What follows belongs to an exercise in optimizing a design on an open flow for small area, a short achievable clock period and few clock cycles per item; a production flow would make more cautious choices.
At most, simulation tests tie the RTL to the original design; equivalence was not proved.
No activity file was given, so power comes from the tool's default toggle rates.

==> inputs of v34 <==
==> flow/design.v (excerpt) <==
module matvec3 (
    input  logic                     clk,
    input  logic                     reset,
    input  logic                     input_valid,
    output logic                     input_ready,
    input  matvec_dims_pkg::sample_t input_data,
    output logic                     output_valid,
    input  logic                     output_ready,
    output matvec_dims_pkg::acc_t    output_data
);
    typedef matvec_dims_pkg::sample_t sample_t;
    typedef matvec_dims_pkg::acc_t    acc_t;
    logic [3:0]  ph;
    sample_t     ring [0:11];
    logic [3:0]  lp;             
    logic        ahead;          
    logic [1:0]  cr, ck;         
    logic [3:0]  cp;             
    logic        due;            
    logic [2:0]  xv;             
    logic        ready_q;
    logic [6:0]  one_q, two_q, neg_q;    
    logic        m_v, m_first, m_last;
    acc_t        acc_s, acc_c;   
    acc_t        sum_s, sum_c;
    logic        acc_done;       
    acc_t        out_q;
    logic        out_v;          
    logic        out_free;       
    logic        in_fire;
    logic        issue;
    logic        transfer;
    assign input_ready  = ready_q;
    assign output_valid = out_v;
    assign output_data  = out_q;
    assign in_fire  = input_valid && ready_q;
    assign transfer = acc_done && out_free;
    assign issue = due && xv[ck] && ((ck != 2'd0) || out_free);
    logic [3:0] ph_n;
    logic [1:0] cr_i, ck_i;
    logic [3:0] cp_i;
    logic       last_p;          
    logic [3:0] lp_inc;
    logic       due_i, due_ni;
    logic       rdy_f_i, rdy_f_ni, rdy_nf_i, rdy_nf_ni;
    function automatic logic slot_free(input logic ahd, input logic [3:0] w, input logic [3:0] c);
        if (!ahd)
            slot_free = 1'b1;
        else if (w < 4'd9)
  ...
==> module matvec3, before the edit <==
module matvec3 (
    input  logic                     clk,
    input  logic                     reset,
    input  logic                     input_valid,
    output logic                     input_ready,
    input  matvec_dims_pkg::sample_t input_data,
    output logic                     output_valid,
    input  logic                     output_ready,
    output matvec_dims_pkg::acc_t    output_data
);
    typedef matvec_dims_pkg::sample_t sample_t;
    typedef matvec_dims_pkg::acc_t    acc_t;
    logic [3:0]  ph;
    sample_t     ring [0:11];
    logic [3:0]  lp;             
    logic        ahead;          
    logic [1:0]  cr, ck;         
    logic [3:0]  cp;             
    logic        due;            
    logic [2:0]  xv;             
    logic        ready_q;
    logic [6:0]  one_q, two_q, neg_q;    
    logic        m_v, m_first, m_last;
    acc_t        acc_s, acc_c;   
    acc_t        sum_s, sum_c;
    logic        acc_done;       
    acc_t        out_q;
    logic        out_v;          
    logic        out_free;       
    logic        in_fire;
    logic        issue;
    logic        transfer;
    assign input_ready  = ready_q;
    assign output_valid = out_v;
    assign output_data  = out_q;
    assign in_fire  = input_valid && ready_q;
    assign transfer = acc_done && out_free;
    assign issue = due && xv[ck] && ((ck != 2'd0) || out_free);
    logic [3:0] ph_n;
    logic [1:0] cr_i, ck_i;
    logic [3:0] cp_i;
    logic       last_p;          
    logic [3:0] lp_inc;
    logic       due_i, due_ni;
    logic       rdy_f_i, rdy_f_ni, rdy_nf_i, rdy_nf_ni;
    function automatic logic slot_free(input logic ahd, input logic [3:0] w, input logic [3:0] c);
        if (!ahd)
            slot_free = 1'b1;
        else if (w < 4'd9)
            slot_free = (c > w);
        else
            slot_free = (c > w - 4'd3);
    endfunction
    always_comb begin
        ph_n   = (ph == 4'd11) ? 4'd0 : ph + 4'd1;
        last_p = (cp == 4'd8);
        cp_i   = last_p ? 4'd0 : cp + 4'd1;
        ck_i   = (ck == 2'd2) ? 2'd0 : ck + 2'd1;
        cr_i   = (ck != 2'd2) ? cr : ((cr == 2'd2) ? 2'd0 : cr + 2'd1);
        due_i  = !last_p;
        due_ni = (ph == ((cp >= 4'd3) ? cp - 4'd3 : cp + 4'd9));
        lp_inc = (lp == 4'd11) ? 4'd0 : lp + 4'd1;
        rdy_f_i   = slot_free((lp == 4'd11) ? 1'b1 : (last_p ? 1'b0 : ahead), lp_inc, cp_i);
        rdy_f_ni  = slot_free((lp == 4'd11) ? 1'b1 : ahead, lp_inc, cp);
        rdy_nf_i  = (ph_n == lp) && slot_free(last_p ? 1'b0 : ahead, lp, cp_i);
        rdy_nf_ni = (ph_n == lp) && slot_free(ahead, lp, cp);
    end
    always_ff @(posedge clk) begin
        if (reset) begin
            ph       <= 4'd0;
            lp       <= '0;
            ahead    <= 1'b0;
            cr       <= '0;
            ck       <= '0;
            cp       <= '0;
            due      <= 1'b0;
            xv       <= '0;
            ready_q  <= 1'b1;
            m_v      <= 1'b0;
            acc_done <= 1'b0;
            out_v    <= 1'b0;
            out_free <= 1'b1;
        end else begin
            ph <= ph_n;
            if (in_fire) begin
                lp <= lp_inc;
                ready_q <= issue ? rdy_f_i : rdy_f_ni;
            end else begin
                ready_q <= issue ? rdy_nf_i : rdy_nf_ni;
            end
            if (in_fire && lp == 4'd11)
                ahead <= 1'b1;
            else if (issue && last_p)
                ahead <= 1'b0;
            if (issue) begin
                cr <= cr_i;
                ck <= ck_i;
                cp <= cp_i;
            end
            due <= issue ? due_i : due_ni;
            for (int k = 0; k < 3; k++) begin
                if (in_fire && ph == 4'(9 + k))
                    xv[k] <= 1'b1;
                else if (issue && cr == 2'd2 && ck == 2'(k))
                    xv[k] <= 1'b0;
            end
            m_v <= issue;
            if (m_v && m_last)
                acc_done <= 1'b1;
            else if (transfer)
                acc_done <= 1'b0;
            out_v    <= transfer || (!out_free && !output_ready);
            out_free <= !transfer && (out_free || output_ready);
        end
    end
    sample_t    x_op;
    logic [6:0] x_lo;            
    always_comb begin
        case (cr)
            2'd0:    x_op = ring[0];
            2'd1:    x_op = ring[3];
            default: x_op = ring[6];
        endcase
    end
    assign x_lo = {x_op[11], x_op[9], x_op[7], x_op[5], x_op[3], x_op[1], 1'b0};
    always_ff @(posedge clk) begin
        ring[0] <= in_fire ? input_data : ring[11];
        for (int i = 1; i < 12; i++)
            ring[i] <= ring[i-1];
        for (int i = 0; i < 7; i++) begin
            one_q[i] <= issue && (x_op[2*i] ^ x_lo[i]);
            two_q[i] <= issue && ((x_op[2*i+1] && !x_op[2*i] && !x_lo[i]) ||
                                  (!x_op[2*i+1] && x_op[2*i] && x_lo[i]));
            neg_q[i] <= issue && x_op[2*i+1];
        end
        m_first <= issue && (ck == 2'd0);
        m_last  <= issue && (ck == 2'd2);
        acc_s <= sum_s;
        acc_c <= sum_c;
        if (transfer)
            out_q <= acc_s + acc_c;
    end
    mac_unit mac_unit_i (
        .a     (ring[10]),
        .one   (one_q),
        .two   (two_q),
        .neg   (neg_q),
        .v     (m_v),
        .acc_s (m_first ? acc_t'(28'h0004000) : acc_s),
        .acc_c (m_first ? acc_t'(0) : acc_c),
        .s     (sum_s),
        .c     (sum_c)
    );
endmodule
export LEC_CHECK = 0
export CAP_MARGIN = 20
export CORE_MARGIN = 2
export CORE_UTILIZATION = 60
export CTS_BUF_LIST = sky130_fd_sc_hd__clkbuf_8
export CTS_CLUSTER_DIAMETER = 50
export CTS_CLUSTER_SIZE = 16
export SETUP_SLACK_MARGIN = 5
export SLEW_MARGIN = 20
create_clock -name core_clock -period 8.5 [get_ports {clk}]
standard.sh (not shown) runs the stock make flow with config.mk's settings and CLKGATE_MAP_FILE= SYNTH_SCRIPT=/design/flow/synth_recipe.tcl, a recipe that flattens the netlist after the stock synthesis.
==> flow/flow/run.sh <==
#!/bin/bash
# The standard layout, with plain buffers (not delay cells) on the ports and
# timing repair aimed below the clock period.
set -euo pipefail
bash standard.sh BUFFER_PORTS_ARGS="-buffer_cell sky130_fd_sc_hd__buf_2" SETUP_SLACK_MARGIN=5.4 finish > flow_make.log 2>&1
==> inputs of v28, as changes to v34 <==
--- a/flow/design.v
+++ b/flow/design.v
@@ -859,6 +859,5 @@
     logic        acc_done;       
     acc_t        out_q;
-    logic        out_v;          
-    logic        out_free;       
+    logic        out_v;
     logic        in_fire;
     logic        issue;
@@ -868,6 +867,6 @@
     assign output_data  = out_q;
     assign in_fire  = input_valid && ready_q;
-    assign transfer = acc_done && out_free;
-    assign issue = due && xv[ck] && ((ck != 2'd0) || out_free);
+    assign transfer = acc_done && !out_v;
+    assign issue = due && xv[ck] && ((ck != 2'd0) || !out_v);
     logic [3:0] ph_n;
     logic [1:0] cr_i, ck_i;
@@ -913,5 +912,4 @@
             acc_done <= 1'b0;
             out_v    <= 1'b0;
-            out_free <= 1'b1;
         end else begin
             ph <= ph_n;
@@ -943,6 +941,8 @@
             else if (transfer)
                 acc_done <= 1'b0;
-            out_v    <= transfer || (!out_free && !output_ready);
-            out_free <= !transfer && (out_free || output_ready);
+            if (transfer)
+                out_v <= 1'b1;
+            else if (output_ready)
+                out_v <= 1'b0;
         end
     end
==> flow/run.sh (new file) <==
#!/bin/bash
# synth_recipe.tcl (not shown) runs the flow's synth.tcl, then flattens the netlist and writes it again
# the make line also repeats each setting of config.mk as NAME=value (left out here)
make -C /OpenROAD-flow-scripts/flow DESIGN_CONFIG=/design/flow/config.mk WORK_HOME=/design/flow/orfs CLKGATE_MAP_FILE= SYNTH_SCRIPT=/design/flow/synth_recipe.tcl finish
Settings changed: CORE_UTILIZATION 60 to 40, CTS_CLUSTER_DIAMETER 50 to 60, CTS_CLUSTER_SIZE 16 to 20.
removed: flow/flow/run.sh
removed: flow/standard.sh
==> inputs of v5, as changes to v34 <==
--- a/flow/design.v
+++ b/flow/design.v
@@ -859,6 +859,5 @@
     logic        acc_done;       
     acc_t        out_q;
-    logic        out_v;          
-    logic        out_free;       
+    logic        out_v;
     logic        in_fire;
     logic        issue;
@@ -868,6 +867,6 @@
     assign output_data  = out_q;
     assign in_fire  = input_valid && ready_q;
-    assign transfer = acc_done && out_free;
-    assign issue = due && xv[ck] && ((ck != 2'd0) || out_free);
+    assign transfer = acc_done && !out_v;
+    assign issue = due && xv[ck] && ((ck != 2'd0) || !out_v);
     logic [3:0] ph_n;
     logic [1:0] cr_i, ck_i;
@@ -913,5 +912,4 @@
             acc_done <= 1'b0;
             out_v    <= 1'b0;
-            out_free <= 1'b1;
         end else begin
             ph <= ph_n;
@@ -943,6 +941,8 @@
             else if (transfer)
                 acc_done <= 1'b0;
-            out_v    <= transfer || (!out_free && !output_ready);
-            out_free <= !transfer && (out_free || output_ready);
+            if (transfer)
+                out_v <= 1'b1;
+            else if (output_ready)
+                out_v <= 1'b0;
         end
     end
==> flow/run.sh (new file) <==
#!/bin/bash
# synth_recipe.tcl (not shown) runs the flow's synth.tcl, then flattens the netlist and writes it again
# the make line also repeats each setting of config.mk as NAME=value (left out here)
make -C /OpenROAD-flow-scripts/flow DESIGN_CONFIG=/design/flow/config.mk WORK_HOME=/design/flow/orfs CLKGATE_MAP_FILE= SYNTH_SCRIPT=/design/flow/synth_recipe.tcl finish
Settings changed: CORE_UTILIZATION 60 to 40, CTS_CLUSTER_DIAMETER 50 to unset, CTS_CLUSTER_SIZE 16 to 14.
removed: flow/flow/run.sh
removed: flow/standard.sh
==> comparison <==
v28 produced a clean layout. v5 went through all stages and came out clean. v34 went through all stages and came out clean. Total power, lowest first: v28, v34, v5. The lowest hold slack belongs to v5, the highest to v28. First-iteration DRC count: v5 is smaller than v34 (23%). Clock power: v28 is lower than v34 (about 10%). Of v5 and v28, v5 has the higher utilization (gap 1.7 points). The highest design area belongs to v5, the lowest to v28. In v34 the synthesized cell count is higher than in v28, by about 1.1%. Maximum frequency: v5 < v28 < v34. Critical path depth is the same in v5 and v28.
Testbench counts of v28, summed over its fixed seeds: cycles 4,688, jobs 384.
Testbench counts of v5, summed over its fixed seeds: cycles 4,688, jobs 384.
The RTL of v34 was laid out without a check of its function.

==> afterwards: timing with drivers on the ports <==
No port has a modelled driver above. Below, the same layouts with a new extraction and two added sets of constraints. Step 1 assumes that a clkbuf_16 drives the clock port and a buf_2 every other input. Step 2 moves the port delays by t, midway between the first and last clock arrival at a register: inputs arrive t later, outputs are due t later. That takes back most of the time a late clock gives input paths. Three values: ideal, step 1, step 2; two values: the first two.
run	t, ns	setup slack, ns	worst hold slack (ns)	worst register clock-pin slew, ns	pins driven straight from the clock port
v34	0.634	5.461 / 5.461 / 5.221	0.320 / 0.320 / 0.320	0.10 / 0.10	1
v28	0.613	5.095 / 5.095 / 4.724	0.321 / 0.321 / 0.321	0.12 / 0.12	1
v5	0.637	5.091 / 5.091 / 4.704	0.318 / 0.318 / 0.318	0.07 / 0.07	1
After both steps every run listed still meets setup and hold. For v5, which loses most, drivers alone change the setup slack by 0.000 ns; drivers and shift together by -0.387 ns.
